Context: an optimization exercise on an open-source flow, tuned for small area and a short achievable clock period. The choices shown serve that exercise and are no tape-out recipe.
At most, simulation tests tie the RTL to the original design; equivalence was not proved.
Power is estimated from default activity; no workload was simulated.

==> job 910 <==
// fano_decoder
module fano_decoder (
    input  logic       clk,
    input  logic       nlocal_rst,
    input  logic       i_vld,
    input  logic [1:0] i_branch,
    output logic       o_vld,
    output logic       o_dec_sym
);
    localparam int W = fano_pkg::WIN_LEN;
    localparam int R = fano_pkg::RX_LEN;
    localparam int M = fano_pkg::CODE_MEM;
    logic [R-1:0]   rx_d_q;      
    logic [R-1:0]   rx_p_q;      
    logic [R-1:0]   worse_q;
    logic [W-1:0]   dec_q;
    logic [M:0]     hist_q;      
    logic [5:0]     pointer_q;   
    logic [R-1:0]   worse_n;
    logic [W-1:0]   dec_n;
    logic [M:0]     hist_n;
    logic [5:0]     pointer_n;
    function automatic logic pick_dec(logic [W-1:0] vec, logic [6:0] idx);
        pick_dec = (idx < 7'(W)) ? vec[idx[5:0]] : 1'b0;
    endfunction
    logic [4:0]   state_q;       
    logic [4:0]   state_n;
    logic signed [13:0] tq_q;        
    logic signed [15:0] t_q;
    logic signed [15:0] mc_q;
    logic signed [15:0] mp_q;
    logic signed [15:0] ms;          
    logic signed [15:0] mp_back;     
    logic signed [15:0] mp_upd;
    logic         ms_vld_q;
    logic         mp_vld_q;
    logic         calc_back_q;
    logic         norm_en_q;
    logic [7:0]   fwd_cnt_q;
    logic         t_up;
    logic         t_down;
    logic         metric_norm;
    logic         calc_fwd;
    logic         mv_fwd;
    logic         mv_back;
    logic         mv_invert;
    logic         mv_clear;
    logic         ms_ge_t_q;     
    logic         mp_ge_t_q;     
    logic         mc_lt_tp_q;    
    logic signed [16:0] d_q;     
    logic signed [15:0] sum;     
    logic         ms_ge_t;
    logic         mpb_ge_t;
    logic         t_norm_q;      
    logic         worse_f_q;     
    logic         fenc_vld_q;
    logic         benc_vld_q;
    logic         fbm_vld_q;
    logic         bbm_vld_q;
    logic         tap_q;         
    logic         v_rx_d_q;      
    logic         v_rx_p_q;
    logic         v_worse_q;
    logic         bm_pos_q;      
    logic         bm_n18_q;      
    logic         sym_q;         
    logic [R:0]   dp;            
    logic [7:0]   plo_q;         
    logic [5:0]   phi_q;         
    logic [R-1:0] rsel;          
    logic         r_rx_d, r_rx_p, r_worse;
    logic         v_eq;
  ...
clock: 7.0 ns
lec_check: 0
cap_margin: 20
core_margin: 2
core_utilization: 40
cts_buf_list: sky130_fd_sc_hd__clkbuf_16
cts_cluster_diameter: 100
cts_cluster_size: 20
setup_slack_margin: 4.3
slew_margin: 20
run.sh (not shown) runs the stock make flow with config.mk's settings and CLKGATE_MAP_FILE= SYNTH_SCRIPT=/design/flow/synth_recipe.tcl, a recipe that flattens the netlist after the stock synthesis.
==> job 603: changes against job 910 <==
--- a/flow/design.v
+++ b/flow/design.v
@@ -302,12 +302,10 @@
     assign sat = dp[40];
     assign p39 = dp[39];
     assign p38 = dp[38];
     logic [5:0]   ptr_nv;        
     logic [5:0]   ptr_v;         
-    logic [W-1:0] dec_nv, dec_v;
-    logic [R-1:0] worse_nv, worse_v;
     logic [M:0]   hist_nv, hist_v;
     logic         refill;        
     always_comb begin
         if (mv_fwd) ptr_nv = pointer_q - 6'd1;
         else if (mv_back && !sat) ptr_nv = pointer_q + 6'd1;
@@ -316,28 +314,25 @@
         else if (mv_fwd) ptr_v = pointer_q;
         else if (mv_back) ptr_v = p39 ? 6'd40 : pointer_q + 6'd2;
         else ptr_v = pointer_q + 6'd1;
     end
     assign pointer_n = i_vld ? ptr_v : ptr_nv;
+    logic [W-1:0] dec_w;
+    logic [R-1:0] worse_w;
     always_comb begin
-        dec_nv   = dec_q;
-        worse_nv = worse_q;
-        dec_v    = {dec_q[W-2:0], 1'b0};
-        worse_v  = {worse_q[R-2:0], 1'b0};
+        dec_w   = dec_q;
+        worse_w = worse_q;
         for (int i = 0; i < R; i++) begin
-            if (mv_fwd && dp[i+1]) dec_nv[i] = sym_q;
-            if (mv_fwd && dp[i]) dec_v[i] = sym_q;
-            if (mv_fwd && (i + 2 <= R) && dp[(i+2 <= R) ? i+2 : R]) worse_nv[i] = 1'b0;
-            if (mv_fwd && dp[i+1]) worse_v[i] = 1'b0;
-            if (mv_invert && dp[i+1]) worse_nv[i] = 1'b1;
-            if (mv_invert && dp[i]) worse_v[i] = 1'b1;
-            if (mv_clear && dp[i+1]) worse_nv[i] = 1'b0;
-            if (mv_clear && dp[i]) worse_v[i] = 1'b0;
+            if (mv_fwd && dp[i+1]) dec_w[i] = sym_q;
+            if ((mv_invert || mv_clear) && dp[i+1]) worse_w[i] = mv_invert;
+            if (i + 2 <= R) begin
+                if (mv_fwd && dp[(i + 2 <= R) ? i + 2 : R]) worse_w[i] = 1'b0;
+            end
         end
     end
-    assign dec_n   = i_vld ? dec_v : dec_nv;
-    assign worse_n = i_vld ? worse_v : worse_nv;
+    assign dec_n   = i_vld ? {dec_w[W-2:0], 1'b0} : dec_w;
+    assign worse_n = i_vld ? {worse_w[R-2:0], 1'b0} : worse_w;
     always_comb begin
         refill = 1'b0;
         for (int i = 0; i + 25 < W; i++) refill = refill | (dp[i] & dec_q[i+25]);
     end
     always_comb begin
==> impl_metrics.env <==
export IMPL_seq_share=0.3833
export IMPL_path_depth=1
export IMPL_place_hpwl_um=33840
export IMPL_cp_arrival_ps=1240
export IMPL_power_density_nw_per_um2=176.0
export IMPL_leakage_nw=7.219
export IMPL_synth_top_area_frac=0.2626
export IMPL_die_area_sq_um=47860
export IMPL_status="finished clean"
The numbers above come from job 910.

==> impl_metrics.env <==
export IMPL_status="finished clean"
export IMPL_synth_top_area_frac=0.2623
export IMPL_leakage_nw=7.105
export IMPL_die_area_sq_um=47900
export IMPL_finalMaxSlewViolations=0
export IMPL_firstDrtPassIters=8
export IMPL_via_per_inst=6.221
export IMPL_place_hpwl_um=35270
export IMPL_seq_share=0.3809
export IMPL_power_density_nw_per_um2=180.9
export IMPL_path_depth=8
export IMPL_drv_cap=0
The numbers above come from job 603.

The RTL of job 603 was laid out without a check of its function.

---

==> trial 84 <==
Another version of the RTL of fano_decoder (not shown whole).
// fano_decoder
module fano_decoder (
    input  logic       clk,
    input  logic       nlocal_rst,
    input  logic       i_vld,
    input  logic [1:0] i_branch,
    output logic       o_vld,
    output logic       o_dec_sym
);
    localparam int W = fano_pkg::WIN_LEN;
    localparam int R = fano_pkg::RX_LEN;
    localparam int M = fano_pkg::CODE_MEM;
    logic [R-1:0]   rx_d_q;      
    logic [R-1:0]   rx_p_q;      
    logic [R-1:0]   worse_q;
    logic [W-1:0]   dec_q;
    logic [M:0]     hist_q;      
    logic [5:0]     pointer_q;   
    logic [R-1:0]   worse_n;
    logic [W-1:0]   dec_n;
    logic [M:0]     hist_n;
    logic [5:0]     pointer_n;
    function automatic logic pick_dec(logic [W-1:0] vec, logic [6:0] idx);
        pick_dec = (idx < 7'(W)) ? vec[idx[5:0]] : 1'b0;
    endfunction
    logic [4:0]   state_q;       
    logic [4:0]   state_n;
    logic signed [13:0] tq_q;        
    logic signed [15:0] t_q;
    logic signed [15:0] mc_q;
    logic signed [15:0] mp_q;
    logic signed [15:0] ms;          
    logic signed [15:0] mp_back;     
    logic signed [15:0] mp_upd;
    logic         ms_vld_q;
    logic         mp_vld_q;
    logic         calc_back_q;
    logic         norm_en_q;
    logic [7:0]   fwd_cnt_q;
    logic         t_up;
    logic         t_down;
    logic         metric_norm;
    logic         calc_fwd;
    logic         mv_fwd;
    logic         mv_back;
    logic         mv_invert;
    logic         mv_clear;
    logic         ms_ge_t_q;     
    logic         mp_ge_t_q;     
  ...
Settings: LEC_CHECK=0, CAP_MARGIN=20, CORE_MARGIN=2, CORE_UTILIZATION=40, CTS_BUF_LIST=sky130_fd_sc_hd__clkbuf_16, CTS_CLUSTER_DIAMETER=100, CTS_CLUSTER_SIZE=20, SETUP_SLACK_MARGIN=4.0, SLEW_MARGIN=20; clock period 7.0 ns.
==> inputs of trial 18, as changes to trial 84 <==
--- a/flow/design.v
+++ b/flow/design.v
@@ -2,11 +2,10 @@
 package fano_pkg;
     localparam int WIN_LEN  = 64;   
     localparam int CODE_MEM = 24;   
     localparam int RX_LEN   = 41;   
     localparam logic [CODE_MEM-1:0] PARITY_TAPS = 24'h9A5C37;
-    localparam logic [5:0]          PTR_MAX     = 6'd40;
     localparam int S_INIT     = 0;
     localparam int S_IDLE     = 1;
     localparam int S_METRIC   = 2;
     localparam int S_FORWARD  = 3;
     localparam int S_BACKWARD = 4;
@@ -30,27 +29,20 @@
     logic [R-1:0]   rx_d_q;      
     logic [R-1:0]   rx_p_q;      
     logic [R-1:0]   worse_q;
     logic [W-1:0]   dec_q;
     logic [M:0]     hist_q;      
-    logic [5:0]     pointer_q;   
     logic [R-1:0]   worse_n;
     logic [W-1:0]   dec_n;
     logic [M:0]     hist_n;
-    logic [5:0]     pointer_n;
-    function automatic logic pick_dec(logic [W-1:0] vec, logic [6:0] idx);
-        pick_dec = (idx < 7'(W)) ? vec[idx[5:0]] : 1'b0;
-    endfunction
     logic [4:0]   state_q;       
     logic [4:0]   state_n;
     logic signed [13:0] tq_q;        
-    logic signed [15:0] t_q;
     logic signed [15:0] mc_q;
     logic signed [15:0] mp_q;
     logic signed [15:0] ms;          
     logic signed [15:0] mp_back;     
-    logic signed [15:0] mp_upd;
     logic         ms_vld_q;
     logic         mp_vld_q;
     logic         calc_back_q;
     logic         norm_en_q;
     logic [7:0]   fwd_cnt_q;
@@ -64,11 +56,10 @@
     logic         mv_clear;
     logic         ms_ge_t_q;     
     logic         mp_ge_t_q;     
     logic         mc_lt_tp_q;    
     logic signed [16:0] d_q;     
-    logic signed [15:0] sum;     
     logic         ms_ge_t;
     logic         mpb_ge_t;
     logic         t_norm_q;      
     logic         worse_f_q;     
     logic         fenc_vld_q;
@@ -81,16 +72,23 @@
     logic         v_worse_q;
     logic         bm_pos_q;      
     logic         bm_n18_q;      
     logic         sym_q;         
     logic [R:0]   dp;            
+    logic [7:0]   plo_q;
+    logic [5:0]   phi_q;
     logic [R-1:0] rsel;          
     logic         r_rx_d, r_rx_p, r_worse;
     logic         v_eq;
-    logic signed [15:0] bm;
+    logic         sat;           
+    logic         p39;
+    logic         p38;
+    assign sat = dp[40];
+    assign p39 = dp[39];
+    assign p38 = dp[38];
     always_comb begin
-        for (int i = 0; i <= R; i++) dp[i] = (pointer_q == 6'(i));
+        for (int i = 0; i <= R; i++) dp[i] = plo_q[i % 8] & phi_q[i / 8];
         for (int i = 0; i < R; i++) rsel[i] = calc_back_q ? dp[i] : dp[i+1];
     end
     always_comb begin
         r_rx_d = 1'b0; r_rx_p = 1'b0; r_worse = 1'b0;
         for (int i = 0; i < R; i++) begin
@@ -129,12 +127,10 @@
             bm_n18_q <= v_eq & v_worse_q;
             sym_q    <= (v_rx_d_q & (v_rx_p_q ^ tap_q)) ^ v_worse_q;
         end
     end
     assign v_eq = (v_rx_d_q == (v_rx_p_q ^ tap_q));
-    assign bm   = bm_pos_q ? 16'sd2 : (bm_n18_q ? -16'sd18 : -16'sd8);
-    assign t_q = {tq_q, 2'b00};
     function automatic logic [10:0] inc11(logic [10:0] a);
         for (int i = 0; i < 11; i++) inc11[i] = a[i] ^ &(a | (11'h7FF << i));
     endfunction
     function automatic logic [10:0] dec11(logic [10:0] a);
         for (int i = 0; i < 11; i++) dec11[i] = a[i] ^ ~|(a & ~(11'h7FF << i));
@@ -157,17 +153,15 @@
     assign ms_n8  = add_k(mc_q, mc_hp, mc_hm, 5'b11000, 1'b1);    
     assign mb_pos = add_k(mp_q, mp_hp, mp_hm, 5'b11110, 1'b1);    
     assign mb_n18 = add_k(mp_q, mp_hp, mp_hm, 5'b10010, 1'b0);    
     assign mb_n8  = add_k(mp_q, mp_hp, mp_hm, 5'b01000, 1'b0);    
     assign ms  = bm_pos_q ? ms_pos : (bm_n18_q ? ms_n18 : ms_n8);
-    assign sum = ms;
     always_comb begin
         if (fwd_cnt_q == 8'd0) mp_back = 16'sh8000;
         else if (fwd_cnt_q == 8'd1) mp_back = '0;
         else mp_back = bm_pos_q ? mb_pos : (bm_n18_q ? mb_n18 : mb_n8);
     end
-    assign mp_upd = bbm_vld_q ? mp_back : mp_q;
     always_comb begin
         if (bm_pos_q) begin
             if (mc_q >= 16'sd32766) ms_ge_t = (d_q >= 17'sd65534);
             else ms_ge_t = (d_q >= -17'sd2);
         end else if (bm_n18_q) begin
@@ -292,50 +286,52 @@
         ms_ge_t_q  <= ms_ge_t;
         mp_ge_t_q  <= mpb_ge_t;
         if (fbm_vld_q) mc_lt_tp_q <= (d_q <= 17'sd3) && (tq_q != 14'sh1FFF);
         worse_f_q  <= (i_vld && sat) ? worse_q[38] : r_worse;
     end
-    logic       sat;         
-    logic       p39;
-    logic       p38;
-    assign sat = dp[40];
-    assign p39 = dp[39];
-    assign p38 = dp[38];
-    logic [5:0]   ptr_nv;        
-    logic [5:0]   ptr_v;         
-    logic [W-1:0] dec_nv, dec_v;
-    logic [R-1:0] worse_nv, worse_v;
     logic [M:0]   hist_nv, hist_v;
     logic         refill;        
+    logic         pm1, pz, pp1, pp2;       
+    logic         p_up, p_dn;              
+    logic [7:0]   plo_n;
+    logic [5:0]   phi_n;
     always_comb begin
-        if (mv_fwd) ptr_nv = pointer_q - 6'd1;
-        else if (mv_back && !sat) ptr_nv = pointer_q + 6'd1;
-        else ptr_nv = pointer_q;
-        if (sat) ptr_v = mv_fwd ? 6'd39 : 6'd40;
-        else if (mv_fwd) ptr_v = pointer_q;
-        else if (mv_back) ptr_v = p39 ? 6'd40 : pointer_q + 6'd2;
-        else ptr_v = pointer_q + 6'd1;
+        pm1 = 1'b0; pz = 1'b0; pp1 = 1'b0; pp2 = 1'b0;
+        if (i_vld) begin
+            if (sat) begin
+                if (mv_fwd) pm1 = 1'b1;
+                else pz = 1'b1;
+            end else if (mv_fwd) pz = 1'b1;
+            else if (mv_back && !p39) pp2 = 1'b1;
+            else pp1 = 1'b1;
+        end else begin
+            if (mv_fwd) pm1 = 1'b1;
+            else if (mv_back && !sat) pp1 = 1'b1;
+            else pz = 1'b1;
+        end
+        for (int i = 0; i < 8; i++)
+            plo_n[i] = (pm1 & plo_q[(i + 1) % 8]) | (pz & plo_q[i]) |
+                       (pp1 & plo_q[(i + 7) % 8]) | (pp2 & plo_q[(i + 6) % 8]);
+        p_up  = (pp1 & plo_q[7]) | (pp2 & (plo_q[6] | plo_q[7]));
+        p_dn  = pm1 & plo_q[0];
+        phi_n = p_up ? {phi_q[4:0], 1'b0} : (p_dn ? {1'b0, phi_q[5:1]} : phi_q);
     end
-    assign pointer_n = i_vld ? ptr_v : ptr_nv;
+    logic [W-1:0] dec_w;
+    logic [R-1:0] worse_w;
     always_comb begin
-        dec_nv   = dec_q;
-        worse_nv = worse_q;
-        dec_v    = {dec_q[W-2:0], 1'b0};
-        worse_v  = {worse_q[R-2:0], 1'b0};
+        dec_w   = dec_q;
+        worse_w = worse_q;
         for (int i = 0; i < R; i++) begin
-            if (mv_fwd && dp[i+1]) dec_nv[i] = sym_q;
-            if (mv_fwd && dp[i]) dec_v[i] = sym_q;
-            if (mv_fwd && (i + 2 <= R) && dp[(i+2 <= R) ? i+2 : R]) worse_nv[i] = 1'b0;
-            if (mv_fwd && dp[i+1]) worse_v[i] = 1'b0;
-            if (mv_invert && dp[i+1]) worse_nv[i] = 1'b1;
-            if (mv_invert && dp[i]) worse_v[i] = 1'b1;
-            if (mv_clear && dp[i+1]) worse_nv[i] = 1'b0;
-            if (mv_clear && dp[i]) worse_v[i] = 1'b0;
+            if (mv_fwd && dp[i+1]) dec_w[i] = sym_q;
+            if ((mv_invert || mv_clear) && dp[i+1]) worse_w[i] = mv_invert;
+            if (i + 2 <= R) begin
+                if (mv_fwd && dp[(i + 2 <= R) ? i + 2 : R]) worse_w[i] = 1'b0;
+            end
         end
     end
-    assign dec_n   = i_vld ? dec_v : dec_nv;
-    assign worse_n = i_vld ? worse_v : worse_nv;
+    assign dec_n   = i_vld ? {dec_w[W-2:0], 1'b0} : dec_w;
+    assign worse_n = i_vld ? {worse_w[R-2:0], 1'b0} : worse_w;
     always_comb begin
         refill = 1'b0;
         for (int i = 0; i + 25 < W; i++) refill = refill | (dp[i] & dec_q[i+25]);
     end
     always_comb begin
@@ -350,26 +346,30 @@
         if (((sat | p39) & ~mv_fwd) | (p38 & mv_back)) hist_v[M] = 1'b0;
     end
     assign hist_n = i_vld ? hist_v : hist_nv;
     always_ff @(posedge clk) begin
         if (!nlocal_rst) begin
-            pointer_q <= '0;
+            plo_q     <= 8'd1;
+            phi_q     <= 6'd1;
             dec_q     <= '0;
             worse_q   <= '0;
             hist_q    <= '0;
             o_vld     <= 1'b0;
         end else begin
-            pointer_q <= pointer_n;
+            plo_q     <= plo_n;
+            phi_q     <= phi_n;
             dec_q     <= dec_n;
             worse_q   <= worse_n;
             hist_q    <= hist_n;
             o_vld     <= i_vld;
         end
     end
     always_ff @(posedge clk) begin
         if (i_vld) begin
             rx_d_q    <= {rx_d_q[R-2:0], i_branch[1]};
             rx_p_q    <= {rx_p_q[R-2:0], i_branch[0]};
-            o_dec_sym <= dec_q[W-1];
         end
     end
+    always_ff @(posedge clk) begin
+        o_dec_sym <= dec_q[W-1];
+    end
 endmodule
Settings changed: PLACE_DENSITY from default to 0.7, SETUP_SLACK_MARGIN 4.0 to 4.5.
==> inputs of build 15, as changes to trial 84 <==
Settings changed: SETUP_SLACK_MARGIN 4.0 to 4.3.
==> inputs of build 47, as changes to trial 84 <==
--- a/flow/design.v
+++ b/flow/design.v
@@ -2,11 +2,10 @@
 package fano_pkg;
     localparam int WIN_LEN  = 64;   
     localparam int CODE_MEM = 24;   
     localparam int RX_LEN   = 41;   
     localparam logic [CODE_MEM-1:0] PARITY_TAPS = 24'h9A5C37;
-    localparam logic [5:0]          PTR_MAX     = 6'd40;
     localparam int S_INIT     = 0;
     localparam int S_IDLE     = 1;
     localparam int S_METRIC   = 2;
     localparam int S_FORWARD  = 3;
     localparam int S_BACKWARD = 4;
@@ -30,27 +29,20 @@
     logic [R-1:0]   rx_d_q;      
     logic [R-1:0]   rx_p_q;      
     logic [R-1:0]   worse_q;
     logic [W-1:0]   dec_q;
     logic [M:0]     hist_q;      
-    logic [5:0]     pointer_q;   
     logic [R-1:0]   worse_n;
     logic [W-1:0]   dec_n;
     logic [M:0]     hist_n;
-    logic [5:0]     pointer_n;
-    function automatic logic pick_dec(logic [W-1:0] vec, logic [6:0] idx);
-        pick_dec = (idx < 7'(W)) ? vec[idx[5:0]] : 1'b0;
-    endfunction
     logic [4:0]   state_q;       
     logic [4:0]   state_n;
     logic signed [13:0] tq_q;        
-    logic signed [15:0] t_q;
     logic signed [15:0] mc_q;
     logic signed [15:0] mp_q;
     logic signed [15:0] ms;          
     logic signed [15:0] mp_back;     
-    logic signed [15:0] mp_upd;
     logic         ms_vld_q;
     logic         mp_vld_q;
     logic         calc_back_q;
     logic         norm_en_q;
     logic [7:0]   fwd_cnt_q;
@@ -64,11 +56,10 @@
     logic         mv_clear;
     logic         ms_ge_t_q;     
     logic         mp_ge_t_q;     
     logic         mc_lt_tp_q;    
     logic signed [16:0] d_q;     
-    logic signed [15:0] sum;     
     logic         ms_ge_t;
     logic         mpb_ge_t;
     logic         t_norm_q;      
     logic         worse_f_q;     
     logic         fenc_vld_q;
@@ -81,16 +72,23 @@
     logic         v_worse_q;
     logic         bm_pos_q;      
     logic         bm_n18_q;      
     logic         sym_q;         
     logic [R:0]   dp;            
+    logic [7:0]   plo_q;
+    logic [5:0]   phi_q;
     logic [R-1:0] rsel;          
     logic         r_rx_d, r_rx_p, r_worse;
     logic         v_eq;
-    logic signed [15:0] bm;
+    logic         sat;           
+    logic         p39;
+    logic         p38;
+    assign sat = dp[40];
+    assign p39 = dp[39];
+    assign p38 = dp[38];
     always_comb begin
-        for (int i = 0; i <= R; i++) dp[i] = (pointer_q == 6'(i));
+        for (int i = 0; i <= R; i++) dp[i] = plo_q[i % 8] & phi_q[i / 8];
         for (int i = 0; i < R; i++) rsel[i] = calc_back_q ? dp[i] : dp[i+1];
     end
     always_comb begin
         r_rx_d = 1'b0; r_rx_p = 1'b0; r_worse = 1'b0;
         for (int i = 0; i < R; i++) begin
@@ -129,12 +127,10 @@
             bm_n18_q <= v_eq & v_worse_q;
             sym_q    <= (v_rx_d_q & (v_rx_p_q ^ tap_q)) ^ v_worse_q;
         end
     end
     assign v_eq = (v_rx_d_q == (v_rx_p_q ^ tap_q));
-    assign bm   = bm_pos_q ? 16'sd2 : (bm_n18_q ? -16'sd18 : -16'sd8);
-    assign t_q = {tq_q, 2'b00};
     function automatic logic [10:0] inc11(logic [10:0] a);
         for (int i = 0; i < 11; i++) inc11[i] = a[i] ^ &(a | (11'h7FF << i));
     endfunction
     function automatic logic [10:0] dec11(logic [10:0] a);
         for (int i = 0; i < 11; i++) dec11[i] = a[i] ^ ~|(a & ~(11'h7FF << i));
@@ -157,17 +153,15 @@
     assign ms_n8  = add_k(mc_q, mc_hp, mc_hm, 5'b11000, 1'b1);    
     assign mb_pos = add_k(mp_q, mp_hp, mp_hm, 5'b11110, 1'b1);    
     assign mb_n18 = add_k(mp_q, mp_hp, mp_hm, 5'b10010, 1'b0);    
     assign mb_n8  = add_k(mp_q, mp_hp, mp_hm, 5'b01000, 1'b0);    
     assign ms  = bm_pos_q ? ms_pos : (bm_n18_q ? ms_n18 : ms_n8);
-    assign sum = ms;
     always_comb begin
         if (fwd_cnt_q == 8'd0) mp_back = 16'sh8000;
         else if (fwd_cnt_q == 8'd1) mp_back = '0;
         else mp_back = bm_pos_q ? mb_pos : (bm_n18_q ? mb_n18 : mb_n8);
     end
-    assign mp_upd = bbm_vld_q ? mp_back : mp_q;
     always_comb begin
         if (bm_pos_q) begin
             if (mc_q >= 16'sd32766) ms_ge_t = (d_q >= 17'sd65534);
             else ms_ge_t = (d_q >= -17'sd2);
         end else if (bm_n18_q) begin
@@ -292,50 +286,52 @@
         ms_ge_t_q  <= ms_ge_t;
         mp_ge_t_q  <= mpb_ge_t;
         if (fbm_vld_q) mc_lt_tp_q <= (d_q <= 17'sd3) && (tq_q != 14'sh1FFF);
         worse_f_q  <= (i_vld && sat) ? worse_q[38] : r_worse;
     end
-    logic       sat;         
-    logic       p39;
-    logic       p38;
-    assign sat = dp[40];
-    assign p39 = dp[39];
-    assign p38 = dp[38];
-    logic [5:0]   ptr_nv;        
-    logic [5:0]   ptr_v;         
-    logic [W-1:0] dec_nv, dec_v;
-    logic [R-1:0] worse_nv, worse_v;
     logic [M:0]   hist_nv, hist_v;
     logic         refill;        
+    logic         pm1, pz, pp1, pp2;       
+    logic         p_up, p_dn;              
+    logic [7:0]   plo_n;
+    logic [5:0]   phi_n;
     always_comb begin
-        if (mv_fwd) ptr_nv = pointer_q - 6'd1;
-        else if (mv_back && !sat) ptr_nv = pointer_q + 6'd1;
-        else ptr_nv = pointer_q;
-        if (sat) ptr_v = mv_fwd ? 6'd39 : 6'd40;
-        else if (mv_fwd) ptr_v = pointer_q;
-        else if (mv_back) ptr_v = p39 ? 6'd40 : pointer_q + 6'd2;
-        else ptr_v = pointer_q + 6'd1;
+        pm1 = 1'b0; pz = 1'b0; pp1 = 1'b0; pp2 = 1'b0;
+        if (i_vld) begin
+            if (sat) begin
+                if (mv_fwd) pm1 = 1'b1;
+                else pz = 1'b1;
+            end else if (mv_fwd) pz = 1'b1;
+            else if (mv_back && !p39) pp2 = 1'b1;
+            else pp1 = 1'b1;
+        end else begin
+            if (mv_fwd) pm1 = 1'b1;
+            else if (mv_back && !sat) pp1 = 1'b1;
+            else pz = 1'b1;
+        end
+        for (int i = 0; i < 8; i++)
+            plo_n[i] = (pm1 & plo_q[(i + 1) % 8]) | (pz & plo_q[i]) |
+                       (pp1 & plo_q[(i + 7) % 8]) | (pp2 & plo_q[(i + 6) % 8]);
+        p_up  = (pp1 & plo_q[7]) | (pp2 & (plo_q[6] | plo_q[7]));
+        p_dn  = pm1 & plo_q[0];
+        phi_n = p_up ? {phi_q[4:0], 1'b0} : (p_dn ? {1'b0, phi_q[5:1]} : phi_q);
     end
-    assign pointer_n = i_vld ? ptr_v : ptr_nv;
+    logic [W-1:0] dec_w;
+    logic [R-1:0] worse_w;
     always_comb begin
-        dec_nv   = dec_q;
-        worse_nv = worse_q;
-        dec_v    = {dec_q[W-2:0], 1'b0};
-        worse_v  = {worse_q[R-2:0], 1'b0};
+        dec_w   = dec_q;
+        worse_w = worse_q;
         for (int i = 0; i < R; i++) begin
-            if (mv_fwd && dp[i+1]) dec_nv[i] = sym_q;
-            if (mv_fwd && dp[i]) dec_v[i] = sym_q;
-            if (mv_fwd && (i + 2 <= R) && dp[(i+2 <= R) ? i+2 : R]) worse_nv[i] = 1'b0;
-            if (mv_fwd && dp[i+1]) worse_v[i] = 1'b0;
-            if (mv_invert && dp[i+1]) worse_nv[i] = 1'b1;
-            if (mv_invert && dp[i]) worse_v[i] = 1'b1;
-            if (mv_clear && dp[i+1]) worse_nv[i] = 1'b0;
-            if (mv_clear && dp[i]) worse_v[i] = 1'b0;
+            if (mv_fwd && dp[i+1]) dec_w[i] = sym_q;
+            if ((mv_invert || mv_clear) && dp[i+1]) worse_w[i] = mv_invert;
+            if (i + 2 <= R) begin
+                if (mv_fwd && dp[(i + 2 <= R) ? i + 2 : R]) worse_w[i] = 1'b0;
+            end
         end
     end
-    assign dec_n   = i_vld ? dec_v : dec_nv;
-    assign worse_n = i_vld ? worse_v : worse_nv;
+    assign dec_n   = i_vld ? {dec_w[W-2:0], 1'b0} : dec_w;
+    assign worse_n = i_vld ? {worse_w[R-2:0], 1'b0} : worse_w;
     always_comb begin
         refill = 1'b0;
         for (int i = 0; i + 25 < W; i++) refill = refill | (dp[i] & dec_q[i+25]);
     end
     always_comb begin
@@ -350,17 +346,19 @@
         if (((sat | p39) & ~mv_fwd) | (p38 & mv_back)) hist_v[M] = 1'b0;
     end
     assign hist_n = i_vld ? hist_v : hist_nv;
     always_ff @(posedge clk) begin
         if (!nlocal_rst) begin
-            pointer_q <= '0;
+            plo_q     <= 8'd1;
+            phi_q     <= 6'd1;
             dec_q     <= '0;
             worse_q   <= '0;
             hist_q    <= '0;
             o_vld     <= 1'b0;
         end else begin
-            pointer_q <= pointer_n;
+            plo_q     <= plo_n;
+            phi_q     <= phi_n;
             dec_q     <= dec_n;
             worse_q   <= worse_n;
             hist_q    <= hist_n;
             o_vld     <= i_vld;
         end
Settings changed: SETUP_SLACK_MARGIN 4.0 to 4.5, TNS_END_PERCENT from default to 20.
==> summary of the runs <==
- Sequential power is about the same in trial 18 and trial 84.
- Sequential share of layout area: build 15 < trial 84 < trial 18 < build 47.
- In clock power, build 47 and build 15 hardly differ.
- First-iteration DRC count: build 47 < trial 84 < trial 18 < build 15.
- In trial 18 the area after synthesis is higher than in build 47, by 0.71%.
- Between trial 84 and build 15, the lower register-to-register slack is in trial 84 (gap 0.11 ns).
- Design area: trial 18 < build 47 < trial 84 < build 15.
- Global-route usage, lowest first: trial 18, build 47, trial 84, build 15.
- Setup slack, lowest first: trial 84, build 15, build 47, trial 18.
- Of build 15 and trial 18, build 15 has the higher via count (gap about 9%, measured against trial 18).
- Against build 47, the clock-buffer cell count of trial 18 is higher by 1.
==> figures <==
                                                                   build 15      trial 84     trial 18     build 47
CP Depth                                                                 10             7            8            1
Placement row count                                                      79            79           77           77
Final sequential cell count                                             315           315          323          323
Vias in the first global route                                       15.99k        15.76k       15.39k       15.17k
Fin area                                                        0.02070 mm²   0.02003 mm²  0.01955 mm²  0.01959 mm²
Area used by multi-input combinational logic                    0.01114 mm²   0.01091 mm²  0.01013 mm²  0.01011 mm²
Hold-critical path depth                                                  0             1            0            0
Result of the run                                  timing/DRC/antenna clean  timing/DRC/antenna clean  timing/DRC/antenna clean  timing/DRC/antenna clean
Kind of launch point of the worst setup path                       register      register    input pin     register
Internal Pwr Total                                                 2.592 mW      2.621 mW     2.582 mW     2.555 mW
Avg Synthesized Cell Area                                         8.571 µm²     8.571 µm²    8.574 µm²    8.587 µm²
Fill cell total of the finished layout                                 4517          4541         4261         4311
Final min period                                                   2.813 ns      2.918 ns     2.467 ns     2.563 ns
Number of well taps                                                     607           607          592          592
Total setup buffers inserted after CTS                                   29             1            6            8
WL met2                                                            27490 µm      26620 µm     23670 µm     24300 µm
Post-synthesis share of cell area spent on xor and xnor gates        2.188%        2.188%       1.988%       2.197%
Count of state elements after synthesis                                 315           315          323          323
Final area over synthesized area                                    1.1002x       1.0646x      1.0823x      1.0922x
Worst reg2reg path startpoint                                  pointer_q[0]  pointer_q[5]   state_q[2]     bm_pos_q
Post_cts resized                                                        110            54           56           45
GR Util All Layers                                                   24.98%        24.37%       21.07%       22.46%
Non-filler instance count after layout                                 2742          2689         2599         2591
The RTL of trial 18 was laid out without a check of its function.

## afterwards: timing with drivers on the ports
In the flow no input, the clock included, has a driving cell. The finished layouts below were timed again as built, in two steps. Step 1 (the two cells are an assumption about what drives the block):
set clk [get_ports {clk}]
set_driving_cell -lib_cell sky130_fd_sc_hd__clkbuf_16 $clk
set_driving_cell -lib_cell sky130_fd_sc_hd__buf_2 [delete_from_list [all_inputs] $clk]
Step 2 times the ports against the registers' clock, not the clock port: input delays grow and output delays shrink by t, the midpoint of the rising clock arrivals with the driver on. Three values: ideal, step 1, step 2; two values: the first two.
| run | t (ns) | slack for setup (ns) | hold WS [ns] | worst setup path after step 2 | pins driven straight from the clock port |
|---|---|---|---|---|---|
| job 910 | 0.601 | 4.356 / 4.299 / 3.901 | 0.433 / 0.433 / 0.433 | input to register | 1 |
| job 603 | 0.593 | 4.357 / 4.320 / 3.726 | 0.459 / 0.459 / 0.459 | input to register | 1 |
| trial 84 | 0.607 | 4.082 / 4.082 / 3.536 | 0.466 / 0.466 / 0.466 | input to register | 1 |
| trial 18 | 0.586 | 4.533 / 4.484 / 3.898 | 0.373 / 0.373 / 0.373 | input to register | 1 |
| build 15 | 0.609 | 4.187 / 4.187 / 3.693 | 0.463 / 0.463 / 0.463 | input to register | 1 |
| build 47 | 0.609 | 4.437 / 4.376 / 3.778 | 0.459 / 0.459 / 0.459 | input to register | 1 |
After both steps setup and hold are still met in every run listed. For build 47, which loses most, drivers alone change the setup slack by -0.061 ns; drivers and shift together by -0.659 ns.
